Source: an optimization exercise on an open RTL-to-GDS flow (aim: small area and a short achievable clock period). Production flows keep margins and buffers that such runs may drop. No run shown here included a check of the RTL's function; only the layout flow was run. No activity file was given, so power comes from the tool's default toggle rates.

==> design/flow/design.v <==
module fixed_order_selector #(
  parameter int  SAMPLE_W   = 16,
  parameter int  BLOCK_SIZE = 4096,
  parameter int  MAX_ORDER  = 4,
  localparam int RES_W      = SAMPLE_W + MAX_ORDER,
  localparam int IDX_W      = $clog2(BLOCK_SIZE),
  localparam int SUM_W      = RES_W + IDX_W
) (
  input  logic                       iClock,
  input  logic                       iReset_n,
  input  logic                       iEnable,
  input  logic signed [SAMPLE_W-1:0] iSample,
  output logic [2:0]                 oBest,
  output logic [SUM_W-1:0]           oBestSum,
  output logic                       oValid,
  output logic                       oBlockStart
);
  localparam int W0 = SAMPLE_W;
  localparam int W1 = SAMPLE_W + 1;
  localparam int W2 = SAMPLE_W + 2;
  localparam int W3 = SAMPLE_W + 3;
  localparam int W4 = SAMPLE_W + 4;
  localparam int A0 = SAMPLE_W + IDX_W;        
  localparam int A1 = SAMPLE_W + IDX_W;        
  localparam int A2 = SAMPLE_W + IDX_W + 1;    
  localparam int A3 = SAMPLE_W + IDX_W + 2;    
  localparam int A4 = SAMPLE_W + IDX_W + 3;    
  localparam int BW = SAMPLE_W + IDX_W;        
  logic [IDX_W-1:0] idx_r;    
  logic             bs_r;     
  logic             en_r;     
  logic             f0;       
  logic             g1;       
  logic             last0;    
  logic [W0-1:0]    x_r;
  always_ff @(posedge iClock or negedge iReset_n) begin
    if (!iReset_n) begin
      idx_r <= '0;
      bs_r  <= 1'b1;
      en_r  <= 1'b0;
      last0 <= 1'b0;
    end else begin
      en_r  <= iEnable;
      last0 <= iEnable & (&idx_r);
      if (iEnable) begin
        idx_r <= idx_r + 1'b1;
        bs_r  <= &idx_r;
      end
    end
  end
  always_ff @(posedge iClock) begin
    x_r <= iSample & {W0{iEnable}};
    f0  <= iEnable & bs_r;
    g1  <= iEnable & !bs_r;
  end
  assign oBlockStart = bs_r;
  logic t2_0, t3_0, t4_0, t5_0;
  assign t2_0 = !(idx_r == 12'd1 || idx_r == 12'd2);
  assign t3_0 = t2_0 && idx_r != 12'd3;
  assign t4_0 = t3_0 && idx_r != 12'd4;
  assign t5_0 = t4_0 && idx_r != 12'd5;
  logic [W1-1:0] d1;
  logic [W2-1:0] d2;
  logic [W3-1:0] d3;
  logic [W4-1:0] d4;
  logic [W0-1:0] p0;
  logic [W1-1:0] p1;
  logic [W2-1:0] p2;
  logic [W3-1:0] p3;
  logic          v1, v2, v3;
  logic          f1, f2, f3, f4;
  logic          g2, g3, g4;
  logic          t3_1, t4_1, t5_1, t4_2, t5_2, t5_3;
  always_ff @(posedge iClock) begin
    v1 <= en_r;
    v2 <= v1;
    v3 <= v2;
    f1 <= g1 & !t2_0;
    g2 <= g1 &  t2_0;
    t3_1 <= t3_0;
    t4_1 <= t4_0;
    t5_1 <= t5_0;
    f2 <= g2 & !t3_1;
    g3 <= g2 &  t3_1;
    t4_2 <= t4_1;
    t5_2 <= t5_1;
    f3 <= g3 & !t4_2;
    g4 <= g3 &  t4_2;
    t5_3 <= t5_2;
    f4 <= g4 & !t5_3;
    d1 <= g1 ? {x_r[W0-1], x_r} - {p0[W0-1], p0} : '0;
    d2 <= g2 ? {d1[W1-1], d1} - {p1[W1-1], p1} : '0;
    d3 <= g3 ? {d2[W2-1], d2} - {p2[W2-1], p2} : '0;
    d4 <= g4 ? {d3[W3-1], d3} - {p3[W3-1], p3} : '0;
    if (en_r) p0 <= x_r;
    if (v1)   p1 <= d1;
    if (v2)   p2 <= d2;
    if (v3)   p3 <= d3;
  end
  logic [W0-2:0] lo0;  logic [A0-W0:0] hi0;  logic c0;
  logic [W1-2:0] lo1;  logic [A1-W1:0] hi1;  logic c1;
  logic [W2-2:0] lo2;  logic [A2-W2:0] hi2;  logic c2;
  logic [W3-2:0] lo3;  logic [A3-W3:0] hi3;  logic c3;
  logic [W4-2:0] lo4;  logic [A4-W4:0] hi4;  logic c4;
  always_ff @(posedge iClock) begin
    {c0, lo0} <= {1'b0, lo0 & {(W0-1){!f0}}} + {1'b0, x_r[W0-2:0] ^ {(W0-1){x_r[W0-1]}}} + x_r[W0-1];
    {c1, lo1} <= {1'b0, lo1 & {(W1-1){!f1}}} + {1'b0, d1[W1-2:0] ^ {(W1-1){d1[W1-1]}}} + d1[W1-1];
    {c2, lo2} <= {1'b0, lo2 & {(W2-1){!f2}}} + {1'b0, d2[W2-2:0] ^ {(W2-1){d2[W2-1]}}} + d2[W2-1];
    {c3, lo3} <= {1'b0, lo3 & {(W3-1){!f3}}} + {1'b0, d3[W3-2:0] ^ {(W3-1){d3[W3-1]}}} + d3[W3-1];
    {c4, lo4} <= {1'b0, lo4 & {(W4-1){!f4}}} + {1'b0, d4[W4-2:0] ^ {(W4-1){d4[W4-1]}}} + d4[W4-1];
    hi0 <= f0 ? '0 : hi0 + c0;
    hi1 <= f1 ? '0 : hi1 + c1;
    hi2 <= f2 ? '0 : hi2 + c2;
    hi3 <= f3 ? '0 : hi3 + c3;
    hi4 <= f4 ? '0 : hi4 + c4;
  end
  logic [5:0]    ph;      
  logic [BW-1:0] best;
  logic [2:0]    best_i;
  logic [BW-1:0] cand;
  logic          big;     
  logic          lt;
  always_ff @(posedge iClock or negedge iReset_n) begin
    if (!iReset_n) begin
      ph     <= '0;
      oValid <= 1'b0;
    end else begin
      ph     <= {ph[4:0], last0};
      oValid <= ph[5];
    end
  end
  always_comb begin
    cand = ({BW{ph[2]}} & {hi1, lo1})
         | ({BW{ph[3]}} & {hi2[A2-W2-1:0], lo2})
         | ({BW{ph[4]}} & {hi3[A3-W3-2:0], lo3})
         | ({BW{ph[5]}} & {hi4[A4-W4-3:0], lo4});
    big  = (ph[3] & hi2[A2-W2])
         | (ph[4] & (|hi3[A3-W3:A3-W3-1]))
         | (ph[5] & (|hi4[A4-W4:A4-W4-2]));
    lt   = !big && cand < best;
  end
  always_ff @(posedge iClock) begin
    if (ph[0]) begin
      best   <= {hi0 + c0, lo0};
      best_i <= 3'd0;
    end else if ((ph[2] | ph[3] | ph[4] | ph[5]) && lt) begin
      best   <= cand;
      best_i <= {ph[5], ph[3] | ph[4], ph[2] | ph[4]};
    end
  end
  assign oBest    = best_i;
  assign oBestSum = {{(SUM_W-BW){1'b0}}, best};
endmodule
==> design/flow/run.sh <==
#!/bin/bash
# synth_recipe.tcl (not shown) runs the flow's synth.tcl, then flattens the netlist and writes it again
# the make line also repeats each setting of config.mk as NAME=value (left out here)
make -C /OpenROAD-flow-scripts/flow DESIGN_CONFIG=/design/flow/config.mk WORK_HOME=/design/flow/orfs CLKGATE_MAP_FILE= SYNTH_SCRIPT=/design/flow/synth_recipe.tcl finish
==> design/flow/config.mk <==
export PLATFORM = sky130hd
export DESIGN_NAME = fixed_order_selector
export DESIGN_NICKNAME = fixed_order_selector
export VERILOG_FILES = /design/flow/design.v
export SDC_FILE = /design/flow/constraint.sdc
export NUM_CORES = 4
export LEC_CHECK = 0
export CAP_MARGIN = 20
export CORE_MARGIN = 2
export CORE_UTILIZATION = 40
export SLEW_MARGIN = 20
==> design/flow/constraint.sdc <==
create_clock -name core_clock -period 11.0 [get_ports {iClock}]
set_input_delay 2.2000 -clock core_clock [delete_from_list [all_inputs] [get_ports {iClock}]]
set_output_delay 2.2000 -clock core_clock [all_outputs]
set_load 0.01 [all_outputs]
==> results of run 1 <==
-- worst max-delay path, delay by kind of cell, from the launching register on --
| kind | cells | cell delay [ns] |
|---|---|---|
| AND/OR/NAND/NOR | 3 | 0.93 |
| flip-flops | 1 | 1.08 |
| AO/OA/AOI/OAI | 5 | 1.37 |
| adder cells (fa/ha/maj) | 1 | 0.26 |
-- report_power, final --
| part | switching, mW | leakage, nW | internal [mW] |
|---|---|---|---|
| clock network | 0.579 | 0.708 | 0.879 |
| registers | 0.459 | 3.37 | 1.94 |
| logic | 1.83 | 6.54 | 1.51 |
| total | 2.87 | 10.6 | 4.33 |
-- routing by layer --
layer / global-route usage (%) / share of wire (%)
met1: 24.2 / 45
met2: 30.6 / 47
met3: 3.62 / 5.2
met4: 6.67 / 3.2
met5: 0 / 0
-- area by class of cell --
| class | instances | area, um2 | area share (%) |
|---|---|---|---|
| multi-input cells | 1577 | 11200 | 47.9 |
| well taps | 680 | 851 | 3.64 |
| clock buffers | 61 | 1240 | 5.33 |
| flip-flops and latches | 382 | 8740 | 37.4 |
| clock inverters | 15 | 181 | 0.777 |
| diodes | 1 | 2.50 | 0.0107 |
| inverters | 151 | 567 | 2.43 |
| repair buffers | 59 | 571 | 2.44 |
-- flip-flops by register name (all words and copies together) (netlist names), 17 cells and up --
signal,count
d2,18
lo3,18
d3,19
d1,17
p2,18
lo2,17
d4,20
p3,19
best,28
p1,17
lo4,19
-- per-stage QoR --
stage	cell area, um2	instances	total power [mW]	setup WS (ns)
2_1_floorplan	20800	2171	4.93	7.72
3_3_place_gp	21900	2849	5.68	7.04
4_1_cts	23400	2925	7.24	7.07
6_report	23400	2926	7.20	6.98
5_1_grt	23400	2925	7.78	6.76
3_5_place_dp	21900	2849	5.74	6.99
-- path summary, 6_finish.rpt --
kind                            endpoint  slack [ns]  cells after the start
worst max-delay path            best[14]        6.98                      9
worst min-delay path                t5_2        0.32                      0
worst max register to register  best[14]        6.98                      9
worst min register to register      t5_2        0.32                      0
max in group asynchronous           bs_r        8.68                      2
min in group asynchronous           en_r        2.01                      2
-- placed cells by master, fill, tap and decap left out, types with 91 or more instances in the layout --
cell / instances
a21oi_1: 130
dfxtp_1: 260
edfxtp_1: 98
ha_1: 191
inv_1: 151
nand2_1: 130
nor2_1: 173
nor2b_1: 118
xnor2_1: 91
xor2_1: 146
-- cells by family (layout without fill, tap and decap cells) --
| kind of cell | Yosys count | in the layout | synth area share, % |
|---|---|---|---|
| AND/OR/NAND/NOR | 654 | 654 | 15.7 |
| AO/OA/AOI/OAI | 449 | 449 | 14.1 |
| flip-flops | 382 | 382 | 42.1 |
| XOR/XNOR | 237 | 237 | 10.0 |
| buffers and inverters | 212 | 286 | 3.96 |
| adder cells (fa/ha/maj) | 200 | 200 | 12.4 |
| multiplexers | 33 | 33 | 1.70 |
| other | 1 | 5 | 0.0181 |
==> summary.md, run 1 <==
| Metric | Value |
|---|---|
| Status | `no timing/DRC/antenna violations` |
| Final core utilization | `45.5%` |
| Critical path launch point type | `flip-flop` |
| Unrepaired setup endpoints after global routing | `no` |
| Top Ports | `56` |
| Post-cts resize count | `0` |
| Hold/Removal Path Class | `flip-flop to flip-flop` |
| Via count | `15200` |
| Vias in the first global route | `14800` |
| Final hold vios | `0` |
| Syn-to-layout area delta | `12.6%` |
| Reg2reg start | `ph[5]` |
| Setup TNS | `0 ns` |
| Critical path, cell by cell | `a22oi_1 -> nand2_1 -> ha_1 -> a21o_1 -> a211o_1 -> a21oi_1 -> nand3_1 -> o31ai_2 -> or2_2` |
| EDFF count, synth | `98` |
| Worst endpoint required time | `11.21 ns` |
| Pwr Density | `308 nW/um2` |
| Share of cells above drive strength 1 | `4.90%` |
| Top post-synthesis cells by count | `262 x dfxtp_1, 191 x ha_1, 173 x nor2_1, 151 x inv_1, 146 x xor2_1` |
| Register area share after synthesis | `42.1%` |
| Filler Cells Inserted | `4936` |
| Syn Std Cell Area | `20700 um2` |
| Fin crit share | `36.6%` |
| #FFs+latches synth | `382` |
| Initial antenna violation count | `2` |
| Leading area contributor after synthesis | `dfxtp_1` |
| Chip width | `232 um` |
| FP Rows | `83` |
| Post-synthesis cell count | `2168` |
| Syn. warnings | `1` |
| Largest net degree at the start of global routing | `45` |
| Clk latency of the worst-skew pair | `0.58 ns` |
| Remaining antenna violation count | `0` |
| Max Cap Violations | `0` |
| GPL Wtd Cong | `0.891` |
| Worst hold slack | `0.324 ns` |
| DIE AREA | `53700 um2` |
| Leading register cell type out of synthesis | `dfxtp_1` |
| Clock transition at the registers of the reported paths | `0.06 ns` |
| Initial Util | `40.4%` |
| Leakage | `10.6 nW` |
| Final setup viols | `0` |
| Top cell type's share of synthesized area | `25.3%` |
| Chip height | `232 um` |
| Post-synthesis cell type count | `77` |
| Peak VDD IR | `0.000133 V` |
| CTS tree | `built` |
| Measured slew at the worst slew-check pin | `1.12 ns` |
| 1st-iter DRT viols | `922` |
| Wire per inst | `16.9 um` |
| Count leader, synth | `dfxtp_1` |
| Global-route wire length before repair | `79.0 mm` |
| WP data arrival | `4.23 ns` |
| DP Wirelength | `38.0 mm` |
| Total Nets Final | `2431` |
| DRC viols | `0` |
| Maximum root-to-sink buffer count | `3` |
| CP max stage delay | `1.08 ns` |
| CORE AREA | `51300 um2` |
| TritonCTS Buffers | `41` |
| Grt ovf | `0` |
| Clk root buf | `clkbuf_16` |
| Gr usage total | `18.6%` |
| Critical path type | `flip-flop to flip-flop` |
| Slew HR | `25.5%` |
| CP Max Fanout | `32` |
| Drt total wl | `49.5 mm` |
| Port bufs | `51` |
| Drt pass-1 iters | `5` |
| # H-tree levels | `2` |
| Fmax | `0.249 GHz` |
| Post-CTS Setup Repair Bufs | `0` |
| Fin. max-slew vios | `0` |
| Minimum clock period | `4.02 ns` |
| Worst setup path startpoint | `ph[5]` |
| Slowest CP cell | `dfrtp_1` |
| Critical path capture point type | `flip-flop` |
| Syn Area/Cell | `9.57 um2` |
| Synth top area cells | `dfxtp_1 25%, edfxtp_1 14%, ha_1 12%` |
| Clock Skew | `0.0284 ns` |
| Vias per cell | `5.19` |
| Clk sinks | `382` |
| Asr flop ratio synth | `5.76%` |
| Hold-fix buffers, CTS | `0` |
| Min-delay src | `t5_1` |
==> run 2, diff against run 1 <==
--- a/design/flow/config.mk
+++ b/design/flow/config.mk
@@ -7,5 +7,6 @@
 export LEC_CHECK = 0
 export CAP_MARGIN = 20
 export CORE_MARGIN = 2
-export CORE_UTILIZATION = 40
+export CORE_UTILIZATION = 60
+export CTS_BUF_LIST = sky130_fd_sc_hd__clkbuf_4 sky130_fd_sc_hd__clkbuf_8
 export SLEW_MARGIN = 20
==> run 2 against run 1 <==
  * Still clean
  * First-iteration DRC count increased by 0.76%
  * Core utilization is 21 points higher
  * Die area down 33%
  * Cell count shrank 6.3%
  * Hold slack better by 0.0038 ns
  * Via count up 1.6%
==> summary.md, run 2 <==
| Metric | Value |
|---|---|
| Chip height | `190 um` |
| Fin crit share | `35.9%` |
| Final std cells w/o fill | `2743` |
| Syn Area/Cell | `9.57 um2` |
| Cells after DPL | `2624` |
| Status | `no timing/DRC/antenna violations` |
| Leading register cell type out of synthesis | `dfxtp_1` |
| DP Wirelength | `37.0 mm` |
| Post-synthesis cell type count | `77` |
| Clk root buf | `clkbuf_8` |
| GPL Wtd Cong | `0.868` |
| RR Endpoint | `best[11]` |
| Worst setup path startpoint | `ph[2]` |
| Final hold vios | `0` |
| Initial Util | `60.5%` |
| Final core utilization | `67.0%` |
| Syn-to-layout area delta | `10.7%` |
| Critical path launch point type | `flip-flop` |
| Filler Cells Inserted | `2823` |
| Top post-synthesis cells by count | `262 x dfxtp_1, 191 x ha_1, 173 x nor2_1, 151 x inv_1, 146 x xor2_1` |
| Multi-input logic area | `11200 um2` |
| Flip-flop and latch area | `8740 um2` |
| Share of cells above drive strength 1 | `7.04%` |
| Drt total wl | `48.3 mm` |
| Wire per inst | `17.6 um` |
| Global-route wire length before repair | `77.3 mm` |
| Post-CTS Setup Repair Bufs | `0` |
| Pre-CTS WS | `6.99 ns` |
| Max reg flops | `28` |
| EDFF count, synth | `98` |
| Largest reg by FF count | `best` |
| Fmax | `0.253 GHz` |
| Clock transition at the registers of the reported paths | `0.06 ns` |
| Measured slew at the worst slew-check pin | `1.07 ns` |
| Register area share after synthesis | `42.1%` |
| Clk latency of the worst-skew pair | `0.62 ns` |
| Clk sinks | `382` |
| TritonCTS Buffers | `66` |
| Biggest registers after layout | `best (28), d4 (20)` |
| Critical path capture point type | `flip-flop` |
| Max Cap Violations | `0` |
| CORE AREA | `34300 um2` |
| Worst endpoint required time | `11.22 ns` |
| Grt ovf | `0` |
| Hold/Removal Path Class | `flip-flop to flip-flop` |
| Fin. max-slew vios | `0` |
| Gr usage total | `27.2%` |
| Remaining antenna violation count | `0` |
| CP Max Fanout | `31` |
| WP data arrival | `4.17 ns` |
| Top Ports | `56` |
| Final setup viols | `0` |
| Chip width | `190 um` |
| FP Rows | `68` |
| CTS tree | `built` |
| Drt pass-1 iters | `6` |
| Setup TNS | `0 ns` |
| Leading area contributor after synthesis | `dfxtp_1` |
| Maximum root-to-sink buffer count | `3` |
| Total Nets Final | `2456` |
| Commonest non-fill, non-tap cell in the layout | `dfxtp_1` |
| Reg2Reg Depth | `9` |
| Via count | `15400` |
| Slew HR | `28.8%` |
| Most frequent cells in the layout | `262 x dfxtp_1, 191 x ha_1, 173 x nor2_1` |
| Top cell type's share of synthesized area | `25.3%` |
| # H-tree levels | `3` |
| Port bufs | `51` |
| Worst hold slack | `0.328 ns` |
| Syn. warnings | `1` |
| Initial antenna violation count | `0` |
| DIE AREA | `36100 um2` |
| N_diodes | `0` |
| Post-cts resize count | `0` |
| #FFs+latches synth | `382` |
| Clock Skew | `0.0374 ns` |
| Synth top area cells | `dfxtp_1 25%, edfxtp_1 14%, ha_1 12%` |
| Minimum clock period | `3.95 ns` |
| Final worst setup slack | `7.05 ns` |
| Leakage | `10.6 nW` |
| 1st-iter DRT viols | `929` |
| R2R setup slack | `7.05 ns` |
| Asr flop ratio synth | `5.76%` |
| Hold-fix buffers, CTS | `0` |
| Syn Std Cell Area | `20700 um2` |
| CP endpoint | `best[11]` |
| Largest net degree at the start of global routing | `45` |
| Count leader, synth | `dfxtp_1` |
| Unrepaired setup endpoints after global routing | `no` |
| Reg2reg start | `ph[2]` |
| DRC viols | `0` |
| Critical path type | `flip-flop to flip-flop` |
| Peak VDD IR | `0.000206 V` |
| Vias in the first global route | `15000` |
| Post-synthesis cell count | `2168` |
| Vias per cell | `5.62` |
| Pwr Density | `306 nW/um2` |
[run 2: cell types whose count changed in the layout (fill, tap and decap cells not counted), moves of 2 or more]
| cell | change |
|---|---|
| clkbuf_8 | +68 |
| clkbuf_16 | -44 |
| clkbuf_4 | +27 |
| clkbuf_1 | -9 |
| bufinv_16 | -4 |
| clkinv_2 | +4 |
| clkinvlp_4 | +2 |
| dfxtp_1 | +2 |
| dfxtp_2 | -2 |
[run 2: final cells by class]
cell class	count	area share, %
Sequential cell	382	38.0
Clock inverter	16	0.359
Timing Repair Buffer	59	2.46
Multi-Input combinational cell	1577	48.8
Tap cell	455	2.48
Inverter	151	2.47
Clock buffer	103	5.44
[run 2: how the worst min path moves through the flow]
| stage | cells past startpoint | startpoint | slack (ns) | end |
|---|---|---|---|---|
| 2_1_floorplan | 0 | t4_1 | 0.31 | t4_2 |
| 3_3_place_gp | 0 | t5_2 | 0.31 | t5_3 |
| 3_5_place_dp | 0 | t5_2 | 0.33 | t5_3 |
| 4_1_cts | 0 | t5_2 | 0.33 | t5_3 |
| 5_1_grt | 0 | t5_2 | 0.34 | t5_3 |
| 6_report | 0 | t5_2 | 0.33 | t5_3 |
[run 2: report_power, final]
| group | leakage [nW] | total (mW) | switching [mW] | internal, mW |
|---|---|---|---|---|
| Combinational | 6.54 | 3.36 | 1.84 | 1.51 |
| Clock | 0.721 | 1.29 | 0.570 | 0.723 |
| Sequential | 3.37 | 2.38 | 0.439 | 1.94 |
[run 2: metal layers]
| metal | track usage [%] | share of wire, % |
|---|---|---|
| met5 | 0 | 0 |
| met4 | 9.75 | 3.3 |
| met3 | 5.46 | 5.1 |
| met2 | 45.9 | 48 |
| met1 | 34.7 | 44 |
[run 2: metrics by stage]
| step | power [mW] | instance area (um2) |
|---|---|---|
| after floorplan | 4.93 | 20800 |
| after global placement | 5.65 | 21600 |
| after detailed placement | 5.71 | 21600 |
| after CTS | 7.05 | 23000 |
| after global routing | 7.61 | 23000 |
| final | 7.02 | 23000 |
[run 2: critical path, cell delays in order, from the launching register on]
cell     delay [ns]
dfrtp_1        1.04
a22oi_1        0.25
nand2_1        0.16
ha_1           0.25
a21o_1         0.16
a211o_1        0.29
a21oi_1        0.20
nand3_1        0.12
o31ai_2        0.43
or2_2          0.65
[run 2: logic make-up (layout without fill, tap and decap cells)]
logic type | count (synthesis) | count (layout) | synth area share, %
compound gates | 449 | 449 | 14.1
flops | 382 | 382 | 42.1
fa+ha+maj | 200 | 200 | 12.4
other cells | 1 | 4 | 0.0181
xor+xnor | 237 | 237 | 10.0
simple gates | 654 | 654 | 15.7
buf+inv | 212 | 329 | 3.96
mux | 33 | 33 | 1.70
==> run 3, diff against run 2 <==
==> design/flow/flow/run.sh (new file) <==
#!/bin/bash
set -euo pipefail
export BUFFER_PORTS_ARGS="-buffer_cell sky130_fd_sc_hd__buf_4"
bash standard.sh > standard.log 2>&1
==> design/flow/standard.sh (new file) <==
#!/bin/bash
# synth_recipe.tcl (not shown) runs the flow's synth.tcl, then flattens the netlist and writes it again
# the make line also repeats each setting of config.mk as NAME=value (left out here)
make -C /OpenROAD-flow-scripts/flow DESIGN_CONFIG=/design/flow/config.mk WORK_HOME=/design/flow/orfs CLKGATE_MAP_FILE= SYNTH_SCRIPT=/design/flow/synth_recipe.tcl "${@:-finish}"
removed: design/flow/run.sh
==> run 3 against run 2 <==
  * First-iteration DRC count decreased by 16%
  * Cell count decreased by 0.15%
  * Via count about the same
  * Global-route usage increased by 0.59 points
  * Hold slack improved by 0.025 ns
  * Fmax increased by 0.92%
  * Critical path depth unchanged
  * Clock skew decreased by 0.0023 ns
  * Total power increased by 0.85%
  * Critical path type unchanged
  * Critical endpoint is now best[0]
  * Largest cell class unchanged
  * Largest power group unchanged
  * Highest routed layer unchanged
==> summary.md, run 3 <==
| Metric | Value |
|---|---|
| Critical path launch point type | `flip-flop` |
| Count leader, synth | `dfxtp_1` |
| 1st-iter DRT viols | `785` |
| N_diodes | `0` |
| Initial antenna violation count | `0` |
| Placed inst area | `21500 um2` |
| Port bufs | `51` |
| Global-route wire length before repair | `78.8 mm` |
| Filler Cells Inserted | `2808` |
| Asr flop ratio synth | `5.76%` |
| Largest net degree at the start of global routing | `45` |
| Worst endpoint required time | `11.23 ns` |
| CP endpoint | `best[0]` |
| Leading register cell type out of synthesis | `dfxtp_1` |
| Max Cap Violations | `0` |
| FP Rows | `68` |
| Syn Area/Cell | `9.57 um2` |
| RR Endpoint | `best[0]` |
| Worst hold slack | `0.353 ns` |
| Hold-fix buffers, CTS | `0` |
| Critical path capture point type | `flip-flop` |
| Syn. warnings | `1` |
| TritonCTS Buffers | `66` |
| Final setup viols | `0` |
| Reg2reg start | `ph[5]` |
| Hold/Removal Path Class | `flip-flop to flip-flop` |
| Syn Std Cell Area | `20700 um2` |
| Leakage | `10.6 nW` |
| CP Max Fanout | `32` |
| Flip-flop and latch area | `8740 um2` |
| Fin. max-slew vios | `0` |
| Chip height | `190 um` |
| Register area share after synthesis | `42.1%` |
| Clk latency of the worst-skew pair | `0.61 ns` |
| WP data arrival | `4.14 ns` |
| Commonest non-fill, non-tap cell in the layout | `dfxtp_1` |
| Fin crit share | `35.6%` |
| Remaining antenna violation count | `0` |
| Wire per inst | `18.0 um` |
| Final std cells w/o fill | `2739` |
| GPL Wtd Cong | `0.885` |
| Post-cts resize count | `0` |
| Grt ovf | `0` |
| Critical path type | `flip-flop to flip-flop` |
| Via count | `15400` |
| Clock Skew | `0.0351 ns` |
| DIE AREA | `36100 um2` |
| Peak VDD IR | `0.000193 V` |
| Total Nets Final | `2453` |
| Most frequent cells in the layout | `260 x dfxtp_1, 191 x ha_1, 173 x nor2_1` |
| Clk root buf | `clkbuf_8` |
| Pwr Density | `310 nW/um2` |
| Multi-input logic area | `11200 um2` |
| Vias per cell | `5.63` |
| Final core utilization | `66.7%` |
| Top Ports | `56` |
| Clock transition at the registers of the reported paths | `0.06 ns` |
| Final hold vios | `0` |
| Syn-to-layout area delta | `10.2%` |
| Vias in the first global route | `15200` |
| CTS tree | `built` |
| Reg2Reg Depth | `9` |
| Leading area contributor after synthesis | `dfxtp_1` |
| # H-tree levels | `3` |
| Share of cells above drive strength 1 | `8.89%` |
| Drt pass-1 iters | `6` |
| Post-synthesis cell count | `2168` |
| Cells after DPL | `2621` |
| CORE AREA | `34300 um2` |
| Fmax | `0.256 GHz` |
| DRC viols | `0` |
| Unrepaired setup endpoints after global routing | `no` |
| EDFF count, synth | `98` |
| Top post-synthesis cells by count | `262 x dfxtp_1, 191 x ha_1, 173 x nor2_1, 151 x inv_1, 146 x xor2_1` |
| Post-route design area | `22900 um2` |
| Biggest registers after layout | `best (28), d4 (20)` |
| Gr usage total | `27.8%` |
| DP Wirelength | `37.9 mm` |
| Max reg flops | `28` |
| Top cell type's share of synthesized area | `25.3%` |
| Clk sinks | `382` |
| Worst setup path startpoint | `ph[5]` |
| Minimum clock period | `3.91 ns` |
| Slew HR | `27.1%` |
| Chip width | `190 um` |
| Initial Util | `60.5%` |
| Largest reg by FF count | `best` |
| Maximum root-to-sink buffer count | `3` |
| Measured slew at the worst slew-check pin | `1.09 ns` |
| Synth top area cells | `dfxtp_1 25%, edfxtp_1 14%, ha_1 12%` |
| R2R setup slack | `7.09 ns` |
| Post-synthesis cell type count | `77` |
| #FFs+latches synth | `382` |
| Drt total wl | `49.4 mm` |
| Status | `no timing/DRC/antenna violations` |
| Setup TNS | `0 ns` |
| Post-CTS Setup Repair Bufs | `0` |
-- run 3: area by class of cell --
class,instances,area share [%]
multi-input cells,1577,49.0
flip-flops and latches,382,38.2
clock buffers,102,5.51
well taps,455,2.49
inverters,151,2.48
repair buffers,56,1.84
clock inverters,16,0.443
-- run 3: cell families (layout without fill, tap and decap cells) --
kind of cell / count (synthesis) / in the layout / synth area share, %
compound gates: 449 / 449 / 14.1
xor+xnor: 237 / 237 / 10.0
fa+ha+maj: 200 / 200 / 12.4
buf+inv: 212 / 325 / 3.96
flops: 382 / 382 / 42.1
mux: 33 / 33 / 1.70
other cells: 1 / 4 / 0.0181
simple gates: 654 / 654 / 15.7
-- run 3: power breakdown --
group	internal [mW]	switching, mW	total, mW
Combinational	1.51	1.85	3.36
Sequential	1.94	0.461	2.40
Clock	0.751	0.574	1.33
Total	4.20	2.89	7.08
-- run 3: worst min-delay path by stage --
stage	from	to	slack [ns]	cells past startpoint
6_report	t4_1	t4_2	0.35	0
4_1_cts	ph[1]	ph[2]	0.35	0
3_5_place_dp	ph[1]	ph[2]	0.34	0
3_3_place_gp	ph[1]	ph[2]	0.33	0
5_1_grt	t4_1	t4_2	0.36	0
2_1_floorplan	t4_1	t4_2	0.31	0
-- run 3: per-stage QoR --
stage	power (mW)	setup WS [ns]
3_5_place_dp	5.74	7.18
5_1_grt	7.65	6.85
6_report	7.08	7.09
2_1_floorplan	4.93	7.72
4_1_cts	7.11	7.17
3_3_place_gp	5.69	7.27
-- run 3: critical path: stages (launching register included) --
cell and delay (ns):
dfrtp_1 1.06, a22oi_1 0.23, nand2_1 0.18, ha_1 0.26, a21o_1 0.17, a211o_1 0.30
a21oi_1 0.16, nand3_1 0.10, o31ai_2 0.44, or2_2 0.61
-- run 3: routing by layer --
metal / GRT usage, % / routed length (um) / up-vias
li1: - / - / 7706
met1: 35.1 / 21800 / 7285
met2: 47.8 / 24000 / 320
met3: 4.37 / 1980 / 103
met4: 10.9 / 1680 / 0
met5: 0 / 0 / -
==> run 4, diff against run 3 <==
--- a/design/flow/design.v
+++ b/design/flow/design.v
@@ -71,6 +71,14 @@
   logic          f1, f2, f3, f4;
   logic          g2, g3, g4;
   logic          t3_1, t4_1, t5_1, t4_2, t5_2, t5_3;
+  logic [W1-1:0] n1;
+  logic [W2-1:0] n2;
+  logic [W3-1:0] n3;
+  logic [W4-1:0] n4;
+  skl_add #(W1) u_n1 (.a({x_r[W0-1], x_r}), .b(~{p0[W0-1], p0}), .ci(1'b1), .s(n1), .co());
+  skl_add #(W2) u_n2 (.a({d1[W1-1], d1}),   .b(~{p1[W1-1], p1}), .ci(1'b1), .s(n2), .co());
+  skl_add #(W3) u_n3 (.a({d2[W2-1], d2}),   .b(~{p2[W2-1], p2}), .ci(1'b1), .s(n3), .co());
+  skl_add #(W4) u_n4 (.a({d3[W3-1], d3}),   .b(~{p3[W3-1], p3}), .ci(1'b1), .s(n4), .co());
   always_ff @(posedge iClock) begin
     v1 <= en_r;
     v2 <= v1;
@@ -88,10 +96,10 @@
     g4 <= g3 &  t4_2;
     t5_3 <= t5_2;
     f4 <= g4 & !t5_3;
-    d1 <= g1 ? {x_r[W0-1], x_r} - {p0[W0-1], p0} : '0;
-    d2 <= g2 ? {d1[W1-1], d1} - {p1[W1-1], p1} : '0;
-    d3 <= g3 ? {d2[W2-1], d2} - {p2[W2-1], p2} : '0;
-    d4 <= g4 ? {d3[W3-1], d3} - {p3[W3-1], p3} : '0;
+    d1 <= n1 & {W1{g1}};
+    d2 <= n2 & {W2{g2}};
+    d3 <= n3 & {W3{g3}};
+    d4 <= n4 & {W4{g4}};
     if (en_r) p0 <= x_r;
     if (v1)   p1 <= d1;
     if (v2)   p2 <= d2;
@@ -102,12 +110,22 @@
   logic [W2-2:0] lo2;  logic [A2-W2:0] hi2;  logic c2;
   logic [W3-2:0] lo3;  logic [A3-W3:0] hi3;  logic c3;
   logic [W4-2:0] lo4;  logic [A4-W4:0] hi4;  logic c4;
-  always_ff @(posedge iClock) begin
-    {c0, lo0} <= {1'b0, lo0 & {(W0-1){!f0}}} + {1'b0, x_r[W0-2:0] ^ {(W0-1){x_r[W0-1]}}} + x_r[W0-1];
-    {c1, lo1} <= {1'b0, lo1 & {(W1-1){!f1}}} + {1'b0, d1[W1-2:0] ^ {(W1-1){d1[W1-1]}}} + d1[W1-1];
-    {c2, lo2} <= {1'b0, lo2 & {(W2-1){!f2}}} + {1'b0, d2[W2-2:0] ^ {(W2-1){d2[W2-1]}}} + d2[W2-1];
-    {c3, lo3} <= {1'b0, lo3 & {(W3-1){!f3}}} + {1'b0, d3[W3-2:0] ^ {(W3-1){d3[W3-1]}}} + d3[W3-1];
-    {c4, lo4} <= {1'b0, lo4 & {(W4-1){!f4}}} + {1'b0, d4[W4-2:0] ^ {(W4-1){d4[W4-1]}}} + d4[W4-1];
+  logic [W0-2:0] sl0;  logic sc0;
+  logic [W1-2:0] sl1;  logic sc1;
+  logic [W2-2:0] sl2;  logic sc2;
+  logic [W3-2:0] sl3;  logic sc3;
+  logic [W4-2:0] sl4;  logic sc4;
+  skl_add #(W0-1) u_a0 (.a(lo0 & {(W0-1){!f0}}), .b(x_r[W0-2:0] ^ {(W0-1){x_r[W0-1]}}), .ci(x_r[W0-1]), .s(sl0), .co(sc0));
+  skl_add #(W1-1) u_a1 (.a(lo1 & {(W1-1){!f1}}), .b(d1[W1-2:0] ^ {(W1-1){d1[W1-1]}}),   .ci(d1[W1-1]),  .s(sl1), .co(sc1));
+  skl_add #(W2-1) u_a2 (.a(lo2 & {(W2-1){!f2}}), .b(d2[W2-2:0] ^ {(W2-1){d2[W2-1]}}),   .ci(d2[W2-1]),  .s(sl2), .co(sc2));
+  skl_add #(W3-1) u_a3 (.a(lo3 & {(W3-1){!f3}}), .b(d3[W3-2:0] ^ {(W3-1){d3[W3-1]}}),   .ci(d3[W3-1]),  .s(sl3), .co(sc3));
+  skl_add #(W4-1) u_a4 (.a(lo4 & {(W4-1){!f4}}), .b(d4[W4-2:0] ^ {(W4-1){d4[W4-1]}}),   .ci(d4[W4-1]),  .s(sl4), .co(sc4));
+  always_ff @(posedge iClock) begin
+    {c0, lo0} <= {sc0, sl0};
+    {c1, lo1} <= {sc1, sl1};
+    {c2, lo2} <= {sc2, sl2};
+    {c3, lo3} <= {sc3, sl3};
+    {c4, lo4} <= {sc4, sl4};
     hi0 <= f0 ? '0 : hi0 + c0;
     hi1 <= f1 ? '0 : hi1 + c1;
     hi2 <= f2 ? '0 : hi2 + c2;
@@ -129,6 +147,8 @@
       oValid <= ph[5];
     end
   end
+  logic ge;
+  skl_add #(BW) u_cmp (.a(cand), .b(~best), .ci(1'b1), .s(), .co(ge));
   always_comb begin
     cand = ({BW{ph[2]}} & {hi1, lo1})
          | ({BW{ph[3]}} & {hi2[A2-W2-1:0], lo2})
@@ -137,7 +157,7 @@
     big  = (ph[3] & hi2[A2-W2])
          | (ph[4] & (|hi3[A3-W3:A3-W3-1]))
          | (ph[5] & (|hi4[A4-W4:A4-W4-2]));
-    lt   = !big && cand < best;
+    lt   = !big && !ge;
   end
   always_ff @(posedge iClock) begin
     if (ph[0]) begin
@@ -151,3 +171,39 @@
   assign oBest    = best_i;
   assign oBestSum = {{(SUM_W-BW){1'b0}}, best};
 endmodule
+module skl_add #(
+  parameter int N = 16
+) (
+  input  logic [N-1:0] a,
+  input  logic [N-1:0] b,
+  input  logic         ci,
+  output logic [N-1:0] s,
+  output logic         co
+);
+  localparam int L = $clog2(N + 1);
+  logic [N:0] g [0:L];
+  logic [N:0] p [0:L];
+  always_comb begin
+    g[0][0] = ci;
+    p[0][0] = 1'b0;
+    for (int i = 0; i < N; i++) begin
+      g[0][i+1] = a[i] & b[i];
+      p[0][i+1] = a[i] ^ b[i];
+    end
+    for (int l = 0; l < L; l++) begin
+      for (int i = 0; i <= N; i++) begin
+        if (((i >> l) & 1) == 1) begin
+          g[l+1][i] = g[l][i] | (p[l][i] & g[l][((i >> l) << l) - 1]);
+          p[l+1][i] = p[l][i] & p[l][((i >> l) << l) - 1];
+        end else begin
+          g[l+1][i] = g[l][i];
+          p[l+1][i] = p[l][i];
+        end
+      end
+    end
+    for (int i = 0; i < N; i++) begin
+      s[i] = p[0][i+1] ^ g[L][i];
+    end
+    co = g[L][N];
+  end
+endmodule
--- a/design/flow/config.mk
+++ b/design/flow/config.mk
@@ -8,5 +8,7 @@
 export CAP_MARGIN = 20
 export CORE_MARGIN = 2
 export CORE_UTILIZATION = 60
-export CTS_BUF_LIST = sky130_fd_sc_hd__clkbuf_4 sky130_fd_sc_hd__clkbuf_8
+export CTS_BUF_LIST = sky130_fd_sc_hd__clkbuf_8
+export CTS_CLUSTER_DIAMETER = 60
+export CTS_CLUSTER_SIZE = 30
 export SLEW_MARGIN = 20
==> run 4 against run 3 <==
  * Still clean on timing, DRC and antenna
  * Register-to-register slack got worse by 0.16 ns
  * Critical path depth unchanged
  * Hold slack gained 0.0066 ns
  * Area after synthesis down 2.1%
  * Count of clock-buffer cells in the layout down 65
  * Largest cell class unchanged
  * Largest power group unchanged
==> summary.md, run 4 <==
| Metric | Value |
|---|---|
| Leakage | `10.2 nW` |
| Syn-to-layout area delta | `7.54%` |
| Total Nets Final | `2298` |
| Cells after DPL | `2466` |
| Vias per cell | `5.53` |
| Fmax | `0.246 GHz` |
| Clk latency of the worst-skew pair | `0.59 ns` |
| Chip width | `188 um` |
| Gr usage total | `25.7%` |
| GPL Wtd Cong | `0.897` |
| Top cell type's share of synthesized area | `25.8%` |
| Adder-Cell Fraction of Synth Area | `15.1%` |
| Via count | `14000` |
| DIE AREA | `35300 um2` |
| Syn Area/Cell | `10.1 um2` |
| Commonest non-fill, non-tap cell in the layout | `dfxtp_1` |
| Clk root buf | `clkbuf_8` |
| Share of cells above drive strength 1 | `7.16%` |
| Largest reg by FF count | `best` |
| Clock transition at the registers of the reported paths | `0.12 ns` |
| Critical path launch point type | `flip-flop` |
| Mux share of post-synthesis cell area | `1.19%` |
| Syn Std Cell Area | `20300 um2` |
| FP Rows | `67` |
| Count leader, synth | `dfxtp_1` |
| Largest family of logic cells by synthesized area | `adder cells` |
| Grt ovf | `0` |
| Critical path type | `flip-flop to flip-flop` |
| Hold-fix buffers, CTS | `0` |
| Wire per inst | `17.8 um` |
| Post-cts resize count | `0` |
| Clk sinks | `382` |
| Leading register cell type out of synthesis | `dfxtp_1` |
| Drt pass-1 iters | `6` |
| Setup TNS | `0 ns` |
| Maximum root-to-sink buffer count | `3` |
| Biggest registers after layout | `best (28), d4 (20)` |
| Measured slew at the worst slew-check pin | `1.08 ns` |
| EDFF count, synth | `98` |
| CTS tree | `built` |
| Leading area contributor after synthesis | `dfxtp_1` |
| Max Cap Violations | `0` |
| TritonCTS Buffers | `35` |
| Top post-synthesis cells by count | `262 x dfxtp_1, 196 x inv_1, 189 x ha_1, 146 x xor2_1` |
| Vias in the first global route | `13800` |
| Status | `no timing/DRC/antenna violations` |
| Initial antenna violation count | `0` |
| Post-synthesis compound-gate area fraction | `11.6%` |
| Worst endpoint required time | `11.36 ns` |
| Syn. warnings | `22` |
| Synth top area cells | `dfxtp_1 26%, edfxtp_1 14%, ha_1 12%` |
| Largest net degree at the start of global routing | `45` |
| Global-route wire length before repair | `72.0 mm` |
| 1st-iter DRT viols | `899` |
| Remaining antenna violation count | `0` |
| Peak VDD IR | `0.000162 V` |
| Clock Skew | `0.0288 ns` |
| Pwr Density | `286 nW/um2` |
| N_diodes | `0` |
| Top Ports | `56` |
| WP data arrival | `4.43 ns` |
| Slew HR | `28.1%` |
| R2R setup slack | `6.93 ns` |
| Xor/xnor share of the synthesized area | `9.57%` |
| DP Wirelength | `35.3 mm` |
| Critical path capture point type | `flip-flop` |
| CP Max Fanout | `32` |
| Drt total wl | `45.0 mm` |
| Register area share after synthesis | `43.0%` |
| Minimum clock period | `4.07 ns` |
| Simple-gate share of the synthesized area | `14.6%` |
| Hold/Removal Path Class | `flip-flop to flip-flop` |
| Post-synthesis cell type count | `66` |
| Max reg flops | `28` |
| # H-tree levels | `2` |
| Final hold vios | `0` |
| Post-CTS Setup Repair Bufs | `0` |
| #FFs+latches synth | `382` |
| Port bufs | `51` |
| Unrepaired setup endpoints after global routing | `no` |
| Most frequent cells in the layout | `261 x dfxtp_1, 197 x inv_1, 189 x ha_1` |
| Asr flop ratio synth | `5.76%` |
| Fin crit share | `37.0%` |
| Final setup viols | `0` |
| Initial Util | `60.7%` |
| Final std cells w/o fill | `2529` |
| Chip height | `188 um` |
| Post-synthesis cell count | `2021` |
| DRC viols | `0` |
| CORE AREA | `33400 um2` |
| Fin. max-slew vios | `0` |
-- run 4: cell count changes after synthesis, moves of 19 or more --
cell and change:
nand2_1 -49, inv_1 +45, and2_1 +39, fa_1 +26, a21oi_1 -34, nor2_1 -62, nor3_1 -19
-- run 4: cell families after synthesis --
group | after synthesis
AO/OA/AOI/OAI | 354
XOR/XNOR | 222
adder cells (fa/ha/maj) | 224
buffers and inverters | 258
flip-flops | 382
multiplexers | 22
other | 1
AND/OR/NAND/NOR | 558
-- run 4: cell type report --
class	count	area (um2)
clock inverter	26	297
tap	448	561
inverter	196	736
multi-input combinational	1384	10600
clock buffer	37	509
timing repair buffer	56	420
sequential	382	8740
fill	2731	11600
-- run 4: power breakdown --
| part | internal (mW) | switching (mW) | leakage [nW] |
|---|---|---|---|
| Clock | 0.386 | 0.574 | 0.405 |
| Sequential | 1.94 | 0.474 | 3.37 |
| Combinational | 1.36 | 1.52 | 6.44 |
| Total | 3.68 | 2.57 | 10.2 |
-- run 4: path summary, 6_finish.rpt --
kind	from	end	cells after the start
max in group asynchronous	iReset_n	bs_r	1
setup / recovery	ph[4]	best[26]	9
hold / removal	last0	ph[0]	0
hold reg to reg	last0	ph[0]	0
setup reg to reg	ph[4]	best[26]	9
min in group asynchronous	iReset_n	oValid	1
-- run 4: worst max-delay path, cell delays in order (launching register included) --
cell,delay (ns)
dfrtp_1,1.07
a22oi_1,0.24
nand2_1,0.19
ha_1,0.15
nand4_1,0.09
or2_2,0.31
or3_1,0.39
a41oi_1,0.48
nand2b_1,0.53
buf_4,0.38
-- run 4: metal layers --
metal,vias up,track usage [%],wire (um)
li1,6936,-,-
met1,6643,33.0,19500
met2,305,44.6,21800
met3,89,3.56,2160
met4,0,8.81,1520
met5,-,0,0
-- run 4: through the flow --
step / power [mW] / hold slack (ns) / cell area [um2] / util (%) / worst slack (ns)
after global routing: 6.78 / 0.373 / 21800 / 65.3 / 6.66
after floorplan: 4.58 / 0.310 / 20300 / - / 7.46
after detailed placement: 5.31 / 0.341 / 21000 / 62.9 / 7.02
after global placement: 5.23 / 0.335 / 21000 / 62.9 / 7.13
after CTS: 6.29 / 0.366 / 21800 / 65.3 / 6.99
final: 6.25 / 0.360 / 21800 / 65.3 / 6.93
==> run 5, diff against run 4 <==
--- a/design/flow/design.v
+++ b/design/flow/design.v
@@ -132,40 +132,57 @@
     hi3 <= f3 ? '0 : hi3 + c3;
     hi4 <= f4 ? '0 : hi4 + c4;
   end
-  logic [5:0]    ph;      
+  localparam int BL = 16;                  
+  localparam int BH = BW - BL;             
+  logic [8:0]    ph;      
   logic [BW-1:0] best;
   logic [2:0]    best_i;
   logic [BW-1:0] cand;
   logic          big;     
-  logic          lt;
+  logic          lt_lo;   
+  logic          s1, s2, s3, s4;    
   always_ff @(posedge iClock or negedge iReset_n) begin
     if (!iReset_n) begin
       ph     <= '0;
+      s1     <= 1'b0;
+      s2     <= 1'b0;
+      s3     <= 1'b0;
+      s4     <= 1'b0;
       oValid <= 1'b0;
     end else begin
-      ph     <= {ph[4:0], last0};
-      oValid <= ph[5];
-    end
+      ph     <= {ph[7:0], last0};
+      s1     <= ph[0] | ph[1];
+      s2     <= ph[2] | ph[3];
+      s3     <= ph[4] | ph[5];
+      s4     <= ph[6] | ph[7];
+      oValid <= ph[8];
+    end
+  end
+  always_comb begin
+    cand = ({BW{s1}} & {hi1, lo1})
+         | ({BW{s2}} & {hi2[A2-W2-1:0], lo2})
+         | ({BW{s3}} & {hi3[A3-W3-2:0], lo3})
+         | ({BW{s4}} & {hi4[A4-W4-3:0], lo4});
+    big  = (s2 & hi2[A2-W2])
+         | (s3 & (|hi3[A3-W3:A3-W3-1]))
+         | (s4 & (|hi4[A4-W4:A4-W4-2]));
+  end
+  logic ge_lo;
+  skl_add #(BL) u_cmp_lo (.a(cand[BL-1:0]), .b(~best[BL-1:0]), .ci(1'b1), .s(), .co(ge_lo));
+  always_ff @(posedge iClock) begin
+    lt_lo <= !ge_lo;
   end
   logic ge;
-  skl_add #(BW) u_cmp (.a(cand), .b(~best), .ci(1'b1), .s(), .co(ge));
-  always_comb begin
-    cand = ({BW{ph[2]}} & {hi1, lo1})
-         | ({BW{ph[3]}} & {hi2[A2-W2-1:0], lo2})
-         | ({BW{ph[4]}} & {hi3[A3-W3-2:0], lo3})
-         | ({BW{ph[5]}} & {hi4[A4-W4-3:0], lo4});
-    big  = (ph[3] & hi2[A2-W2])
-         | (ph[4] & (|hi3[A3-W3:A3-W3-1]))
-         | (ph[5] & (|hi4[A4-W4:A4-W4-2]));
-    lt   = !big && !ge;
-  end
+  skl_add #(BH) u_cmp_hi (.a(cand[BW-1:BL]), .b(~best[BW-1:BL]), .ci(!lt_lo), .s(), .co(ge));
+  logic take;
+  assign take = (ph[2] | ph[4] | ph[6] | ph[8]) & !big & !ge;
   always_ff @(posedge iClock) begin
     if (ph[0]) begin
       best   <= {hi0 + c0, lo0};
       best_i <= 3'd0;
-    end else if ((ph[2] | ph[3] | ph[4] | ph[5]) && lt) begin
+    end else if (take) begin
       best   <= cand;
-      best_i <= {ph[5], ph[3] | ph[4], ph[2] | ph[4]};
+      best_i <= {ph[8], ph[4] | ph[6], ph[2] | ph[6]};
     end
   end
   assign oBest    = best_i;
--- a/design/flow/config.mk
+++ b/design/flow/config.mk
@@ -11,4 +11,4 @@
 export CTS_BUF_LIST = sky130_fd_sc_hd__clkbuf_8
 export CTS_CLUSTER_DIAMETER = 60
 export CTS_CLUSTER_SIZE = 30
-export SLEW_MARGIN = 20
+export SLEW_MARGIN = 60
==> run 5 against run 4 <==
  * Critical path depth fell by 8
  * Core utilization is 0.31 points higher
  * Routed wire length down 4.0%
  * Hold slack got worse by 0.019 ns
  * Sequential cell count is 8 higher
  * Critical path type is now flip-flop to output pin
  * Critical endpoint is now oBlockStart
  * Largest cell class unchanged
  * Largest power group unchanged
==> summary.md, run 5 <==
| Metric | Value |
|---|---|
| Status | `no timing/DRC/antenna violations` |
| Chip width | `189 um` |
| Post-cts resize count | `0` |
| Worst endpoint required time | `8.80 ns` |
| Syn Std Cell Area | `20400 um2` |
| Post-synthesis cell count | `2026` |
| Max reg flops | `28` |
| WP data arrival | `1.24 ns` |
| Pre-CTS WS | `7.48 ns` |
| Pwr Density | `285 nW/um2` |
| Total stage count of the critical path | `1` |
| Max Cap Violations | `0` |
| Final std cells w/o fill | `2540` |
| Syn Area/Cell | `10.1 um2` |
| CP Buf/Inv Count | `1` |
| CP max stage delay | `0.57 ns` |
| DP Wirelength | `33.5 mm` |
| Minimum clock period | `3.44 ns` |
| Global-route wire length before repair | `70.0 mm` |
| Chip height | `189 um` |
| Clk latency of the worst-skew pair | `0.56 ns` |
| GR Layer Usage met2 | `41.4%` |
| # H-tree levels | `2` |
| Count leader, synth | `dfxtp_1` |
| Reg2Reg Depth | `11` |
| Biggest registers after layout | `best (28), d4 (20)` |
| Vias in the first global route | `13500` |
| 1st-iter DRT viols | `680` |
| Top cell type's share of synthesized area | `25.8%` |
| Via count | `13800` |
| Fmax | `0.290 GHz` |
| DIE AREA | `35500 um2` |
| Drt total wl | `43.2 mm` |
| Fin crit share | `31.3%` |
| Filler Cells Inserted | `2823` |
| Critical path launch point type | `flip-flop` |
| Peak VDD IR | `0.000153 V` |
| Leading register cell type out of synthesis | `dfxtp_1` |
| GPL Wtd Cong | `0.896` |
| Leakage | `10.4 nW` |
| Drt pass-1 iters | `5` |
| FP Rows | `67` |
| Asr flop ratio synth | `7.44%` |
| Top post-synthesis cells by count | `263 x dfxtp_1, 189 x ha_1, 185 x inv_1, 144 x xor2_1, 131 x nor2_1` |
| Remaining antenna violation count | `0` |
| CP Max Fanout | `4` |
| Commonest non-fill, non-tap cell in the layout | `dfxtp_1` |
| Placed inst area | `21200 um2` |
| Critical path, cell by cell | `buf_4` |
| Wire per inst | `17.0 um` |
| Grt peak-use layer | `met2` |
| Maximum root-to-sink buffer count | `3` |
| Grt ovf | `0` |
| Largest net degree at the start of global routing | `46` |
| Post-CTS Setup Repair Bufs | `0` |
| Most frequent cells in the layout | `251 x dfxtp_1, 189 x inv_1, 189 x ha_1` |
| Clock Skew | `0.0155 ns` |
| Setup TNS | `0 ns` |
| Unrepaired setup endpoints after global routing | `no` |
| Clock transition at the registers of the reported paths | `0.09 ns` |
| N_diodes | `0` |
| Gr usage total | `24.6%` |
| Hold/Removal Path Class | `flip-flop to flip-flop` |
| Post-synthesis cell type count | `71` |
| Vias per cell | `5.42` |
| Leading area contributor after synthesis | `dfxtp_1` |
| Met1 GRT Util | `33.7%` |
| Critical path capture point type | `output pin` |
| Share of cells above drive strength 1 | `8.60%` |
| Register area share after synthesis | `43.7%` |
| Critical path type | `flip-flop to output pin` |
| Largest reg by FF count | `best` |
| TritonCTS Buffers | `37` |
| Clk sinks | `390` |
| Clk root buf | `clkbuf_8` |
| Syn-to-layout area delta | `7.72%` |
| Top Ports | `56` |
| Slowest CP cell | `dfstp_2` |
| CORE AREA | `33500 um2` |
| Fin. max-slew vios | `0` |
| Port bufs | `51` |
| Slew HR | `62.8%` |
| Total Nets Final | `2309` |
| EDFF count, synth | `98` |
| Final hold vios | `0` |
| Final setup viols | `0` |
| Syn. warnings | `22` |
| Worst hold slack | `0.340 ns` |
| DRC viols | `0` |
| Hold-fix buffers, CTS | `0` |
| Met3 Track Usage GR | `3.00%` |
| Initial antenna violation count | `0` |
| Post-route design area | `22000 um2` |
| #FFs+latches synth | `390` |
| Synth top area cells | `dfxtp_1 26%, edfxtp_1 14%, ha_1 12%` |
| CTS tree | `built` |
| Cells after DPL | `2475` |
| Worst hold path depth | `0` |
| CP top delay family | `flip-flops` |
| Measured slew at the worst slew-check pin | `0.557 ns` |
| Initial Util | `60.9%` |
| Final worst setup slack | `7.56 ns` |
run 5: cells by family after synthesis:
logic type,after synthesis,share of synthesized area [%]
flops,390,43.7
buf+inv,243,4.61
xor+xnor,223,9.56
other cells,1,0.0184
simple gates,587,14.9
compound gates,334,10.8
fa+ha+maj,224,15.0
mux,24,1.29
run 5: per-stage QoR:
stage | total power, mW | util, %
after floorplan | 4.63 | -
after global placement | 5.24 | 63.1
after detailed placement | 5.33 | 63.2
after CTS | 6.31 | 65.6
after global routing | 6.81 | 65.6
final | 6.27 | 65.6
run 5: final cells by class:
cell class              instances  area (um2)  area share, %
well taps                     448         561           2.55
flip-flops and latches        390        8960           40.7
clock buffers                  38         523           2.38
clock inverters                27         262           1.19
repair buffers                 56         420           1.91
multi-input cells            1396       10600           48.1
inverters                     185         694           3.16
run 5: path summary, 6_finish.rpt:
path                            startpoint     endpoint  slack [ns]
max in group asynchronous         iReset_n         bs_r        9.12
min in group asynchronous         iReset_n     idx_r[6]        1.56
worst max-delay path                  bs_r  oBlockStart        7.56
worst max register to register       d1[1]       d2[16]        7.75
worst min-delay path                  t4_1         t4_2        0.34
worst min register to register        t4_1         t4_2        0.34
run 5: power by group:
group	leakage [nW]	switching (mW)	internal (mW)	total [mW]
clock	0.422	0.543	0.400	0.943
sequential	3.47	0.436	1.97	2.41
combinational	6.45	1.55	1.37	2.92
run 5: per-layer routing:
layer  vias up  share of wire (%)  wire length, um
li1       6986                  -                -
met1      6509                 46            20100
met2       218                 48            20600
met3        66                3.4             1460
met4         0                2.5             1100
met5         -                  0                0
==> run 6, diff against run 5 <==
--- a/design/flow/config.mk
+++ b/design/flow/config.mk
@@ -8,7 +8,7 @@
 export CAP_MARGIN = 20
 export CORE_MARGIN = 2
 export CORE_UTILIZATION = 60
-export CTS_BUF_LIST = sky130_fd_sc_hd__clkbuf_8
-export CTS_CLUSTER_DIAMETER = 60
-export CTS_CLUSTER_SIZE = 30
-export SLEW_MARGIN = 60
+export CTS_BUF_LIST = sky130_fd_sc_hd__clkbuf_8 sky130_fd_sc_hd__clkbuf_16
+export CTS_CLUSTER_DIAMETER = 80
+export CTS_CLUSTER_SIZE = 40
+export SLEW_MARGIN = 20
==> run 6 against run 5 <==
  * Sequential power hardly changed
  * Fmax decreased by 4.0%
  * Cell count down 1.1%
  * Via count is 0.66% lower
  * Die area unchanged
  * First-iteration DRC count increased by 1.2%
  * Combinational power barely moved
  * Total power is 0.46% lower
  * Critical path type is now flip-flop to flip-flop
  * Largest power group unchanged
==> summary.md, run 6 <==
| Metric | Value |
|---|---|
| WHS Endpoint | `t4_2` |
| Unrepaired setup endpoints after global routing | `no` |
| Final core utilization | `65.3%` |
| Asr flop ratio synth | `7.44%` |
| Final worst setup slack | `7.41 ns` |
| Reg2Reg Depth | `10` |
| Count leader, synth | `dfxtp_1` |
| Max Cap Violations | `0` |
| Largest net degree at the start of global routing | `46` |
| Fmax | `0.279 GHz` |
| Most used cell, CP | `nand2b_1` |
| CORE AREA | `33500 um2` |
| Clock Skew | `0.0279 ns` |
| TritonCTS Buffers | `20` |
| GPL Wtd Cong | `0.896` |
| RR Endpoint | `best[2]` |
| Slowest CP cell | `dfrtp_1` |
| R2R setup slack | `7.41 ns` |
| Min-delay src | `t4_1` |
| EDFF count, synth | `98` |
| Sequential fraction of design power | `38.6%` |
| Minimum clock period | `3.59 ns` |
| Global-route wire length before repair | `69.0 mm` |
| Register area share after synthesis | `43.7%` |
| Most frequent cells in the layout | `261 x dfxtp_1, 189 x ha_1, 186 x inv_1` |
| Share of cells above drive strength 1 | `6.54%` |
| Top cell type's share of synthesized area | `25.8%` |
| Hold/Removal Path Class | `flip-flop to flip-flop` |
| #FFs+latches synth | `390` |
| Clk sinks | `390` |
| Status | `no timing/DRC/antenna violations` |
| Peak VDD IR | `0.000147 V` |
| Chip width | `189 um` |
| Fin crit share | `32.6%` |
| Slew HR | `30.0%` |
| Maximum root-to-sink buffer count | `3` |
| Clk pwr share | `14.7%` |
| Critical path, cell by cell | `a22oi_1 -> nand2_1 -> ha_1 -> nor2b_1 -> o21ai_0 -> nand2b_1 -> a2111oi_0 -> o31ai_1 -> nand2b_1 -> buf_4` |
| Port bufs | `51` |
| Vias per cell | `5.45` |
| Clk latency of the worst-skew pair | `0.56 ns` |
| Total Nets Final | `2292` |
| Post-cts resize count | `0` |
| Post-synthesis cell type count | `71` |
| Logic gate share of total power | `46.7%` |
| Gr usage total | `24.2%` |
| Max reg flops | `28` |
| # H-tree levels | `1` |
| WP data arrival | `3.80 ns` |
| Cells after DPL | `2475` |
| Remaining antenna violation count | `0` |
| Post-synthesis cell count | `2026` |
| CP Max Fanout | `29` |
| Fin. max-slew vios | `0` |
| Critical path type | `flip-flop to flip-flop` |
| Synth top area cells | `dfxtp_1 26%, edfxtp_1 14%, ha_1 12%` |
| Leading register cell type out of synthesis | `dfxtp_1` |
| Pre-CTS WS | `7.31 ns` |
| Reg2reg start | `s3` |
| Leading area contributor after synthesis | `dfxtp_1` |
| Biggest registers after layout | `best (28), d4 (20)` |
| Final setup viols | `0` |
| Grt ovf | `0` |
| Setup TNS | `0 ns` |
| CP max stage delay | `1.02 ns` |
| Leakage | `10.3 nW` |
| Syn-to-layout area delta | `7.21%` |
| Drt total wl | `43.0 mm` |
| Vias in the first global route | `13300` |
| Initial antenna violation count | `0` |
| Worst hold path depth | `0` |
| Post-CTS Setup Repair Bufs | `0` |
| Total power | `6.24 mW` |
| Clk root buf | `clkbuf_16` |
| CP top delay family | `compound AO/OA/AOI/OAI gates` |
| Syn. warnings | `22` |
| Top Ports | `56` |
| DRC viols | `0` |
| Final std cells w/o fill | `2511` |
| Syn Std Cell Area | `20400 um2` |
| CTS tree | `built` |
| Chip height | `189 um` |
| Pint | `3.72 mW` |
| Measured slew at the worst slew-check pin | `1.05 ns` |
| Flip-flop and latch area | `8940 um2` |
| Hold-fix buffers, CTS | `0` |
| DIE AREA | `35500 um2` |
| Drt pass-1 iters | `5` |
| Via count | `13700` |
| Worst endpoint required time | `11.21 ns` |
| Commonest non-fill, non-tap cell in the layout | `dfxtp_1` |
| Multi-input logic area | `10600 um2` |
| FP Rows | `67` |
| Critical path launch point type | `flip-flop` |
| Clock transition at the registers of the reported paths | `0.12 ns` |
| Critical path capture point type | `flip-flop` |
| Final hold vios | `0` |
| Largest reg by FF count | `best` |
| Filler Cells Inserted | `2733` |
| Initial Util | `60.9%` |
| Reported net switching power | `2.52 mW` |
| CP Buf/Inv Count | `1` |
| Net Sw Frac | `40.4%` |
| Top post-synthesis cells by count | `263 x dfxtp_1, 189 x ha_1, 185 x inv_1, 144 x xor2_1, 131 x nor2_1` |
| DP Wirelength | `33.5 mm` |
| Pwr Density | `285 nW/um2` |
| Wire per inst | `17.1 um` |
| N_diodes | `0` |
| Syn Area/Cell | `10.1 um2` |
| 1st-iter DRT viols | `688` |
==> run 6: cell counts after synthesis <==
Identical to the previous run, type by type.
==> run 6: worst max-delay path by stage <==
stage          startpoint  endpoint  slack [ns]  cells past startpoint
3_3_place_gp           f1   lo1[15]        7.48                     10
5_1_grt            d1[16]   lo1[15]        7.13                      9
3_5_place_dp           f1   lo1[15]        7.31                      9
4_1_cts                f1   lo1[15]        7.28                      9
6_report               s3   best[2]        7.41                     10
2_1_floorplan          s3   best[0]        7.70                     11
==> run 6: per-stage QoR <==
| stage | area [um2] | hold slack, ns |
|---|---|---|
| detailed placement | 21200 | 0.319 |
| global route | 21900 | 0.337 |
| finish | 21900 | 0.335 |
| global placement | 21200 | 0.314 |
| floorplan | 20400 | 0.310 |
| CTS | 21900 | 0.335 |
==> run 6: kinds of logic (layout without fill, tap and decap cells) <==
group	after synthesis	count (layout)	share of synthesized area, %
AND/OR/NAND/NOR	587	587	14.9
flip-flops	390	390	43.7
AO/OA/AOI/OAI	334	334	10.8
buffers and inverters	243	277	4.61
adder cells (fa/ha/maj)	224	224	15.0
XOR/XNOR	223	223	9.56
multiplexers	24	24	1.29
other	1	4	0.0184
==> run 6: worst reg2reg max path, stage by stage (launching register included) <==
cell       delay (ns)
dfrtp_1          1.02
a22oi_1          0.21
nand2_1          0.15
ha_1             0.23
nor2b_1          0.12
o21ai_0          0.14
nand2b_1         0.07
a2111oi_0        0.47
o31ai_1          0.29
nand2b_1         0.17
buf_4            0.36
==> run 6: power groups by stage <==
stage | registers, mW | logic (mW) | clock network [mW]
after global placement | 2.43 | 2.80 | 0
final | 2.41 | 2.92 | 0.917
after CTS | 2.41 | 2.93 | 0.941
after floorplan | 2.21 | 2.42 | 0
after detailed placement | 2.44 | 2.90 | 0
after global routing | 2.46 | 3.31 | 0.986
==> run 6: final cells by class <==
cell class | count | share of cell area (%)
well taps | 448 | 2.56
multi-input cells | 1396 | 48.2
clock inverters | 15 | 0.914
flip-flops and latches | 390 | 40.8
clock buffers | 21 | 2.40
repair buffers | 56 | 1.92
inverters | 185 | 3.17
==> run 6: per-layer routing <==
layer	routed length, um	part of all wire (%)	vias to the layer above	GRT usage, %
li1	-	-	6934	-
met1	20100	47	6515	33.5
met2	20500	48	176	40.8
met3	1050	2.5	63	1.99
met4	1300	3.0	0	6.88
met5	0	0	-	0

## re-timing with driven ports
No port has a modelled driver above. Below, the same layouts with a new extraction and two added sets of constraints.
Step 1 assumes that a clkbuf_16 drives the clock port and a buf_2 every other input.
Step 2 also shifts input and output timing later by t, the mid clock arrival at the registers, as if the neighbouring blocks saw the same clock.
Slacks: no drivers / after step 1 / after step 2; pairs: no drivers / after step 1.
run	t (ns)	setup WS [ns]	hold WS [ns]	latest minus earliest clock arrival (ns)
run 1	0.627	6.977 / 6.977 / 6.977	0.324 / 0.324 / 0.324	0.033 / 0.033
run 2	0.651	7.051 / 7.051 / 6.969	0.328 / 0.328 / 0.328	0.039 / 0.038
run 3	0.648	7.087 / 7.087 / 7.087	0.353 / 0.353 / 0.353	0.036 / 0.036
run 4	0.631	6.928 / 6.928 / 6.928	0.360 / 0.360 / 0.360	0.029 / 0.029
run 5	0.597	7.556 / 7.507 / 7.494	0.340 / 0.340 / 0.340	0.019 / 0.018
run 6	0.594	7.414 / 7.414 / 7.414	0.335 / 0.335 / 0.335	0.030 / 0.030
After both steps setup and hold are still met in every run listed. For run 2, which loses most, drivers alone change the setup slack by 0.000 ns; drivers and shift together by -0.082 ns.
